Source: an optimization exercise on an open RTL-to-GDS flow (aim: small area). Production flows keep margins and buffers that such runs may drop.
Function was checked by simulation only, so behaviour that the tests miss may differ from the original.
Power is estimated from default activity; no workload was simulated.

== the baseline ==
## adventureTop
module adventureTop (
	input  logic       turn,
	input  logic       rst,
	input  logic [3:0] buttons,
	input  adventurePkg::pixelX_t    pixelX,
	input  adventurePkg::pixelY_t    pixelY,
	input  logic       blank,
	input  adventurePkg::color_t     mapPixel,
	output adventurePkg::color_t     color,
	output adventurePkg::roomCoord_t roomX,
	output adventurePkg::roomCoord_t roomY,
	output adventurePkg::color_t     roomColor
);
	localparam int KX = -9;
	localparam int KY = -9;
	logic [3:0] count;
	logic       step;
	logic       bump;
	logic [9:0] px_n, cx_n, ox_n;
	logic [8:0] py_n, cy_n, oy_n;
	logic       yU, bU;
	logic [1:0] held;
	logic [3:0] rc;      
	function automatic logic [9:0] add10(input logic [9:0] a, input logic [9:0] b);
		logic c;
		c = 1'b0;
		for (int i = 0; i < 10; i++) begin
			add10[i] = a[i] ^ b[i] ^ c;
			c = (a[i] & b[i]) | (a[i] & c) | (b[i] & c);
		end
	endfunction
	function automatic logic [8:0] add9(input logic [8:0] a, input logic [8:0] b);
		logic c;
		c = 1'b0;
		for (int i = 0; i < 9; i++) begin
			add9[i] = a[i] ^ b[i] ^ c;
			c = (a[i] & b[i]) | (a[i] & c) | (b[i] & c);
		end
	endfunction
	function automatic logic [6:0] add6(input logic [5:0] a, input logic [5:0] b);
		logic c;
		c = 1'b0;
		for (int i = 0; i < 6; i++) begin
			add6[i] = a[i] ^ b[i] ^ c;
			c = (a[i] & b[i]) | (a[i] & c) | (b[i] & c);
		end
		add6[6] = c;
	endfunction
	function automatic logic [5:0] add5(input logic [4:0] a, input logic [4:0] b);
		logic c;
		c = 1'b0;
		for (int i = 0; i < 5; i++) begin
			add5[i] = a[i] ^ b[i] ^ c;
			c = (a[i] & b[i]) | (a[i] & c) | (b[i] & c);
		end
		add5[5] = c;
	endfunction
	function automatic logic hz5(input logic [4:0] a, input logic [4:0] b, input logic cin);
		hz5 = ((a[0] ^ b[0]) == cin);
		for (int i = 1; i < 5; i++)
			hz5 = hz5 && ((a[i] ^ b[i]) == (a[i-1] | b[i-1]));
	endfunction
	function automatic logic hz4(input logic [3:0] a, input logic [3:0] b, input logic cin);
		hz4 = ((a[0] ^ b[0]) == cin);
		for (int i = 1; i < 4; i++)
			hz4 = hz4 && ((a[i] ^ b[i]) == (a[i-1] | b[i-1]));
	endfunction
	function automatic logic in10(input logic [9:0] v, input int lo, input int hi);
		logic [9:0] l, h;
		l = 10'(lo);
  ...
Size in the first run: ~1100 cells after synthesis, roughly 88 flip-flops, roughly 58 I/O pins, about 8700 um2 of cells after synthesis.
export LEC_CHECK = 0
export CAP_MARGIN = 20
export CORE_MARGIN = 2
export CORE_UTILIZATION = 70
export SLEW_MARGIN = 20
create_clock -name core_clock -period 5.0 [get_ports {turn}]
run.sh (not shown) runs the stock make flow with config.mk's settings and CLKGATE_MAP_FILE= SYNTH_SCRIPT=/design/flow/synth_recipe.tcl, a recipe that flattens the netlist after the stock synthesis.
diff inputs: the baseline => the candidate
- CTS_BUF_LIST: unset -> sky130_fd_sc_hd__clkbuf_8
- CAP_MARGIN: 20 -> 0
- GPL_TIMING_DRIVEN: unset -> 0
- SLEW_MARGIN: 20 -> 0
Results
Measured against each other, the candidate and the baseline differ in clock-pin slew reported for the worst setup and hold paths after clock tree synthesis, the lower figure coming from the baseline.
The candidate vs the baseline — first-iteration DRC count dropped by more than 10%
Of the two values seen for cell with the largest stage delay on the worst path, sky130_fd_sc_hd__fa_1 was produced by the baseline and sky130_fd_sc_hd__fa_2 by the candidate.
Delta (the candidate minus the baseline): clock network power -about 30%; power has decreased; fraction of power consumed by combinational cells picked up an extra 1.4 points.
The baseline and the candidate ended up with roughly the same total wirelength of the detailed-routed design.

## old
adventureTop, a different RTL version from the one above (not shown whole).
Size: ~860 cells after synthesis, roughly 90 flip-flops, about 0.0074 mm² of cells after synthesis.
clock: 5.0 ns
lec_check: 0
cap_margin: 0
core_margin: 2
core_utilization: 70
cts_buf_list: sky130_fd_sc_hd__clkbuf_8
gpl_timing_driven: 0
setup_slack_margin: 0.08
slew_margin: 0
standard.sh (not shown) runs the stock make flow with config.mk's settings and CLKGATE_MAP_FILE= SYNTH_SCRIPT=/design/flow/synth_recipe.tcl, a recipe that flattens the netlist after the stock synthesis.
==> flow/flow/run.sh <==
#!/bin/bash
# Layout flow: the standard flow, except that the port buffers are the
# smallest buffer cell and clock tree synthesis uses larger sink clusters and
# no dummy loads. The flow's output goes to standard.log here; each step's
# log is kept in orfs/logs/ by the flow scripts.
set -o pipefail
bash standard.sh finish "BUFFER_PORTS_ARGS=-buffer_cell sky130_fd_sc_hd__buf_1" \
	"CTS_ARGS=-sink_clustering_enable -repair_clock_nets -buf_list sky130_fd_sc_hd__clkbuf_8 -dont_use_dummy_load -sink_clustering_size 20 -sink_clustering_max_diameter 80" \
	> standard.log 2>&1
--- input diff old..new ---
diff --git a/flow/config.mk b/flow/config.mk
--- a/flow/config.mk
+++ b/flow/config.mk
@@ -8,5 +8,5 @@
 export CAP_MARGIN = 0
 export CORE_MARGIN = 2
-export CORE_UTILIZATION = 70
+export CORE_UTILIZATION = 56
 export CTS_BUF_LIST = sky130_fd_sc_hd__clkbuf_8
 export GPL_TIMING_DRIVEN = 0
### Flow results
- Compared to old, new has setup slack 100 ps higher.
- Of the two values seen for highest-delay cell along the critical path, sky130_fd_sc_hd__fa_1 was produced by old and sky130_fd_sc_hd__or4b_2 by new.
- Summary of new over old: vertical die dimension picked up an extra 11%, power neither gained nor lost much.

adventureTop again, from the RTL that the note above started with.
clock: 5.0 ns
lec_check: 0
cap_margin: 0
core_margin: 2
core_utilization: 66
cts_buf_list: sky130_fd_sc_hd__clkbuf_8
gpl_timing_driven: 0
setup_slack_margin: 0.08
slew_margin: 0
Scripts as last shown in full above: flow/flow/run.sh
Change:
- CORE_UTILIZATION: 66 -> 62
Effect: The changed run went through all stages and came out clean; global-route usage fell by 1.0 points; die area climbs by a few percent; cell area is about the same; clock skew decreases by 0.015 ns; routed wire length increases by a few percent; final cell count went up slightly; setup slack is worse by 0.12 ns.

adventureTop, a different RTL version from the one above (not shown whole).
Size in the first run: roughly 88 flip-flops, ~7500 um^2 of cells after synthesis.
Design adventureTop, start of the top module:
module adventureTop (
	input  logic       turn,
	input  logic       rst,
	input  logic [3:0] buttons,
	input  adventurePkg::pixelX_t    pixelX,
	input  adventurePkg::pixelY_t    pixelY,
	input  logic       blank,
	input  adventurePkg::color_t     mapPixel,
	output adventurePkg::color_t     color,
	output adventurePkg::roomCoord_t roomX,
	output adventurePkg::roomCoord_t roomY,
	output adventurePkg::color_t     roomColor
);
	localparam int KX = -16;
	localparam int KY = -20;
	localparam int OX = 15 - KX;   
	localparam int QY = -KY;       
	logic [3:0] count;
	logic       step;
	logic       bump;
	logic [9:0] px_n, cx_n, ox_n;
	logic [8:0] py_n, cy_n, oy_n;
	logic       yU, bU;
	logic [1:0] held;
	logic [3:0] rc;      
	function automatic logic [9:0] add10(input logic [9:0] a, input logic [9:0] b);
		logic c;
		c = 1'b0;
		for (int i = 0; i < 10; i++) begin
			add10[i] = a[i] ^ b[i] ^ c;
			c = (a[i] & b[i]) | (a[i] & c) | (b[i] & c);
		end
	endfunction
	function automatic logic [8:0] add9(input logic [8:0] a, input logic [8:0] b);
		logic c;
		c = 1'b0;
		for (int i = 0; i < 9; i++) begin
			add9[i] = a[i] ^ b[i] ^ c;
			c = (a[i] & b[i]) | (a[i] & c) | (b[i] & c);
		end
	endfunction
	function automatic logic [6:0] add6(input logic [5:0] a, input logic [5:0] b);
		logic c;
		c = 1'b0;
		for (int i = 0; i < 6; i++) begin
			add6[i] = a[i] ^ b[i] ^ c;
			c = (a[i] & b[i]) | (a[i] & c) | (b[i] & c);
		end
		add6[6] = c;
	endfunction
	function automatic logic [5:0] add5(input logic [4:0] a, input logic [4:0] b);
		logic c;
		c = 1'b0;
		for (int i = 0; i < 5; i++) begin
			add5[i] = a[i] ^ b[i] ^ c;
			c = (a[i] & b[i]) | (a[i] & c) | (b[i] & c);
		end
		add5[5] = c;
	endfunction
	function automatic logic hz5(input logic [4:0] a, input logic [4:0] b, input logic cin);
		hz5 = ((a[0] ^ b[0]) == cin);
  ...
export LEC_CHECK = 0
export CAP_MARGIN = 0
export CORE_MARGIN = 2
export CORE_UTILIZATION = 70
export CTS_BUF_LIST = sky130_fd_sc_hd__clkbuf_8
export GPL_TIMING_DRIVEN = 0
export SETUP_SLACK_MARGIN = 0.15
export SLEW_MARGIN = 0
create_clock -name core_clock -period 5.0 [get_ports {turn}]
==> flow/flow/run.sh <==
#!/bin/bash
# Layout flow: the standard flow, except that the port buffers are the
# smallest buffer cell and clock tree synthesis uses larger sink clusters and
# no dummy loads. The flow's output goes to standard.log here; each step's
# log is kept in orfs/logs/ by the flow scripts.
set -o pipefail
bash standard.sh finish "BUFFER_PORTS_ARGS=-buffer_cell sky130_fd_sc_hd__buf_1" \
	"CTS_ARGS=-sink_clustering_enable -repair_clock_nets -buf_list sky130_fd_sc_hd__clkbuf_16 -dont_use_dummy_load -sink_clustering_size 30 -sink_clustering_max_diameter 120" \
	> standard.log 2>&1
The first run passed the timing, DRC and antenna checks.
Edit:
==> flow/run.sh (new file) <==
#!/bin/bash
# synth_recipe.tcl (not shown) runs the flow's synth.tcl, then flattens the netlist and writes it again
# the make line also repeats each setting of config.mk as NAME=value (left out here)
make -C /OpenROAD-flow-scripts/flow DESIGN_CONFIG=/design/flow/config.mk WORK_HOME=/design/flow/orfs CLKGATE_MAP_FILE= SYNTH_SCRIPT=/design/flow/synth_recipe.tcl finish
removed: flow/flow/run.sh
removed: flow/standard.sh
=> The changed run finished with timing, DRC and antenna clean. Setup slack improves by 0.021 ns. Hold slack degrades by 0.0083 ns. Clock power fell by 6.4%. Sequential share of layout area fell by 0.82 points. Fmax rose by 0.44%. Critical path depth fell by 6. Non-clock buffer count fell by 3.
Edit:
==> flow/flow/run.sh (new file) <==
#!/bin/bash
# Layout flow: the standard flow, except that the port buffers are the
# smallest buffer cell (the standard flow picks a larger delay buffer).
# The flow's output goes to standard.log here; each step's log is kept in
# orfs/logs/ by the flow scripts.
set -o pipefail
bash standard.sh finish "BUFFER_PORTS_ARGS=-buffer_cell sky130_fd_sc_hd__buf_1" > standard.log 2>&1
==> flow/standard.sh (new file) <==
#!/bin/bash
# synth_recipe.tcl (not shown) runs the flow's synth.tcl, then flattens the netlist and writes it again
# the make line also repeats each setting of config.mk as NAME=value (left out here)
make -C /OpenROAD-flow-scripts/flow DESIGN_CONFIG=/design/flow/config.mk WORK_HOME=/design/flow/orfs CLKGATE_MAP_FILE= SYNTH_SCRIPT=/design/flow/synth_recipe.tcl "${@:-finish}"
removed: flow/run.sh
Die area stays the same.
Power came out lower by 3.1%.
Setup slack is worse by 0.097 ns.
Via count is about the same.
Cell count came out higher by 0.93%.
Maximum frequency is lower by 2.0%.
Edit:
==> flow/flow/run.sh (replaced) <==
#!/bin/bash
# Layout flow: the standard flow, except that the port buffers are the
# smallest buffer cell and clock tree synthesis uses larger sink clusters and
# no dummy loads. The flow's output goes to standard.log here; each step's
# log is kept in orfs/logs/ by the flow scripts.
set -o pipefail
bash standard.sh finish "BUFFER_PORTS_ARGS=-buffer_cell sky130_fd_sc_hd__buf_1" \
	"CTS_ARGS=-sink_clustering_enable -repair_clock_nets -buf_list sky130_fd_sc_hd__clkbuf_8 -dont_use_dummy_load -sink_clustering_size 20 -sink_clustering_max_diameter 80" \
	> standard.log 2>&1
=> Power drops by 7.8%; via count drops by 2.6%; routed wire length goes down by 3.4%.

separate check: timing with driven ports:
In the flow no input, the clock included, has a driving cell. The finished layouts below were timed again as built, in two steps.
Step 1: set_driving_cell puts a clkbuf_16 on turn and a buf_2 on each other input, an assumption about the parent block.
Step 2 adds t to the input delays and takes it off the output delays; t is the mean of the earliest and latest rising clock arrival at the registers after step 1. Input paths then give back, and output paths get back, about the clock's delay inside the block.
a / b / c = ideal ports / drivers / drivers and shift; a / b = the first two.
run | t, ns | setup slack, ns | slew at the worst register clock pin (ns)
the baseline | 0.396 | 0.207 / 0.221 / -0.175 | 0.08 / 0.08
the candidate | 0.436 | 0.173 / 0.180 / -0.256 | 0.11 / 0.11
old | 0.403 | 0.122 / 0.122 / -0.185 | 0.10 / 0.10
new | 0.422 | 0.224 / 0.240 / -0.183 | 0.10 / 0.10
the first run of note 3 | 0.414 | 0.208 / 0.208 / -0.176 | 0.09 / 0.09
the second run of note 3 | 0.410 | 0.085 / 0.085 / -0.194 | 0.09 / 0.09
the first run of note 4 | 0.385 | 0.172 / 0.172 / -0.116 | 0.07 / 0.07
the second run of note 4 | 0.407 | 0.194 / 0.194 / -0.141 | 0.10 / 0.10
the third run of note 4 | 0.421 | 0.096 / 0.096 / -0.185 | 0.10 / 0.10
the fourth run of note 4 | 0.407 | 0.076 / 0.076 / -0.050 | 0.09 / 0.09
With both steps, setup timing fails in every run listed, where it was met with ideal ports. For the candidate, which loses most, drivers alone change the setup slack by +0.007 ns; drivers and shift together by -0.429 ns.
